What follows belongs to an exercise in optimizing a design on an open flow for small area, a short achievable clock period and few clock cycles; a production flow would make more cautious choices. Function was checked by simulation only, so behaviour that the tests miss may differ from the original.

Design systolic_array_tile, start of the top module:
module systolic_array_tile #(
    parameter int unsigned ROWS   = 4,
    parameter int unsigned COLS   = 4,
    parameter int unsigned DATA_W = 8,
    parameter int unsigned ACC_W  = 32,
    parameter int unsigned MAX_K  = 256,
    parameter int unsigned K_W    = $clog2(MAX_K + 1),
    localparam int unsigned ROW_W = (ROWS > 1) ? $clog2(ROWS) : 1
) (
    input  logic                    clk_i,
    input  logic                    rst_ni,
    input  logic                    start_i,
    input  logic [K_W-1:0]          k_len_i,
    output logic                    busy_o,
    input  logic                    op_valid_i,
    output logic                    op_ready_o,
    input  logic [ROWS*DATA_W-1:0]  a_i,
    input  logic [COLS*DATA_W-1:0]  b_i,
    output logic                    c_valid_o,
    input  logic                    c_ready_i,
    output logic [COLS*ACC_W-1:0]   c_o,
    output logic [ROW_W-1:0]        c_row_o,
    output logic                    c_last_o,
    output logic                    done_o
);
For scale: ~210 I/O pins.
export LEC_CHECK = 0
export CAP_MARGIN = 20
export CORE_MARGIN = 2
export CORE_UTILIZATION = 60
export SETUP_SLACK_MARGIN = 3.0
export SLEW_MARGIN = 20
export SYNTH_HIERARCHICAL = 1
create_clock -name core_clock -period 6.5 [get_ports {clk_i}]
run.sh (not shown) runs the stock make flow with config.mk's settings and CLKGATE_MAP_FILE= SYNTH_SCRIPT=/design/flow/synth_recipe.tcl, a recipe that flattens the netlist after the stock synthesis.
The starting point produced a clean layout.
Testbench counts at the start, summed over its fixed seeds: cycles 10,800.
Edit:
--- a/flow/config.mk
+++ b/flow/config.mk
@@ -8,5 +8,5 @@
 export CAP_MARGIN = 20
 export CORE_MARGIN = 2
-export CORE_UTILIZATION = 60
+export CORE_UTILIZATION = 40
 export SETUP_SLACK_MARGIN = 3.0
 export SLEW_MARGIN = 20
Outcome:
- wire length climbs by 2.3%
- global-route usage falls by 11 points
- worst setup slack improves by 17 ps
- die area climbs by 49%
- worst hold slack degrades by 110 ps
- sequential cell count is unchanged
- count of clock-buffer cells in the layout decreases by 2

systolic_array_tile, a different RTL version from the one above (not shown whole).
Size in the first run: about 7000 cells after synthesis, roughly 730 flip-flops, roughly 63000 um2 of cells after synthesis.
make LEC_CHECK=0 CAP_MARGIN=20 CORE_MARGIN=2 CORE_UTILIZATION=60 CTS_CLUSTER_DIAMETER=80 CTS_CLUSTER_SIZE=25 SETUP_SLACK_MARGIN=3.8 SLEW_MARGIN=20 SYNTH_HIERARCHICAL=1 TNS_END_PERCENT=0 finish   # period 6.5 ns
Testbench counts at the start, summed over its fixed seeds: cycles 10,800.
Next try:
--- a/flow/config.mk
+++ b/flow/config.mk
@@ -11,2 +11,2 @@
-export CTS_CLUSTER_DIAMETER = 80
-export CTS_CLUSTER_SIZE = 25
+export CTS_CLUSTER_DIAMETER = 60
+export CTS_CLUSTER_SIZE = 20
After rerunning:
- routed wire length climbs by 1.8%
- register-to-register slack got worse by 50 ps
- sequential share of layout area went down by 0.75 points
- clock-buffer cell count goes up by 44
- core utilization grows by 2.3 points
- global-route usage is higher by 0.17 points
- setup slack gets worse by 53 ps
- critical path depth stays the same
- non-clock buffer count came out higher by 45

== build 82 ==
Another version of the RTL of systolic_array_tile (not shown whole).
Size: ~6700 cells after synthesis, about 64000 um2 of cells after synthesis.
==> flow/config.mk <==
export PLATFORM = sky130hd
export DESIGN_NAME = systolic_array_tile
export DESIGN_NICKNAME = systolic_array_tile
export VERILOG_FILES = /design/flow/design.v
export SDC_FILE = /design/flow/constraint.sdc
export NUM_CORES = 4
export LEC_CHECK = 0
export CAP_MARGIN = 20
export CORE_MARGIN = 2
export CORE_UTILIZATION = 60
export CTS_CLUSTER_DIAMETER = 80
export CTS_CLUSTER_SIZE = 25
export SETUP_SLACK_MARGIN = 3.8
export SLEW_MARGIN = 20
export SYNTH_HIERARCHICAL = 1
export TNS_END_PERCENT = 0
==> flow/constraint.sdc <==
create_clock -name core_clock -period 6.5 [get_ports {clk_i}]
set_input_delay 1.3000 -clock core_clock [delete_from_list [all_inputs] [get_ports {clk_i}]]
set_output_delay 1.3000 -clock core_clock [all_outputs]
set_load 0.01 [all_outputs]
Testbench counts of build 82, summed over its fixed seeds: cycles 10,800.
Here is what was changed in the inputs of build 24 compared with build 82.
-- flow/config.mk --
<<< build 82, line 8
export CAP_MARGIN = 20
export CORE_MARGIN = 2
export CORE_UTILIZATION = 60
export CTS_CLUSTER_DIAMETER = 80
export CTS_CLUSTER_SIZE = 25
export SETUP_SLACK_MARGIN = 3.8
export SLEW_MARGIN = 20
>>> build 24, line 8
export CAP_MARGIN = 20
export CORE_MARGIN = 2
export CORE_UTILIZATION = 70
export CTS_CLUSTER_DIAMETER = 60
export CTS_CLUSTER_SIZE = 20
export SETUP_SLACK_MARGIN = 3.8
export SLEW_MARGIN = 20
## What came out
- The minimum setup slack among reg-to-reg paths number comes out lower for build 24 vs build 82.
- Diff build 24..build 82 | gate count after technology mapping | unchanged
- Final layout net count, build 24 vs build 82: up slightly

[what the ideal ports hide]
In the flow no input, the clock included, has a driving cell. The finished layouts below were timed again as built, in two steps.
Step 1 (the two cells are an assumption about what drives the block):
set clk [get_ports {clk_i}]
set_driving_cell -lib_cell sky130_fd_sc_hd__clkbuf_16 $clk
set_driving_cell -lib_cell sky130_fd_sc_hd__buf_2 [delete_from_list [all_inputs] $clk]
Step 2 adds t to the input delays and takes it off the output delays; t is the mean of the earliest and latest rising clock arrival at the registers after step 1. Input paths then give back, and output paths get back, about the clock's delay inside the block.
Three values: ideal, step 1, step 2; two values: the first two.
run | t, ns | setup slack, ns | worst setup path at the end | latest minus earliest clock arrival (ns) | pins driven straight from the clock port
the first run of note 1 | 0.752 | 2.951 / 2.951 / 2.426 | input to register | 0.025 / 0.025 | 1
the second run of note 1 | 0.791 | 2.968 / 2.968 / 2.337 | input to register | 0.036 / 0.036 | 1
the first run of note 2 | 0.766 | 3.443 / 3.443 / 2.845 | input to register | 0.035 / 0.036 | 1
the second run of note 2 | 0.752 | 3.390 / 3.390 / 2.825 | input to register | 0.040 / 0.040 | 1
build 82 | 0.756 | 3.451 / 3.451 / 2.976 | input to register | 0.039 / 0.040 | 1
build 24 | 0.764 | 3.290 / 3.290 / 2.658 | input to register | 0.033 / 0.033 | 1
After both steps setup and hold are still met in every run listed. The setup slack of build 24, which loses most, moves by 0.000 ns with the drivers and by -0.632 ns with both steps.
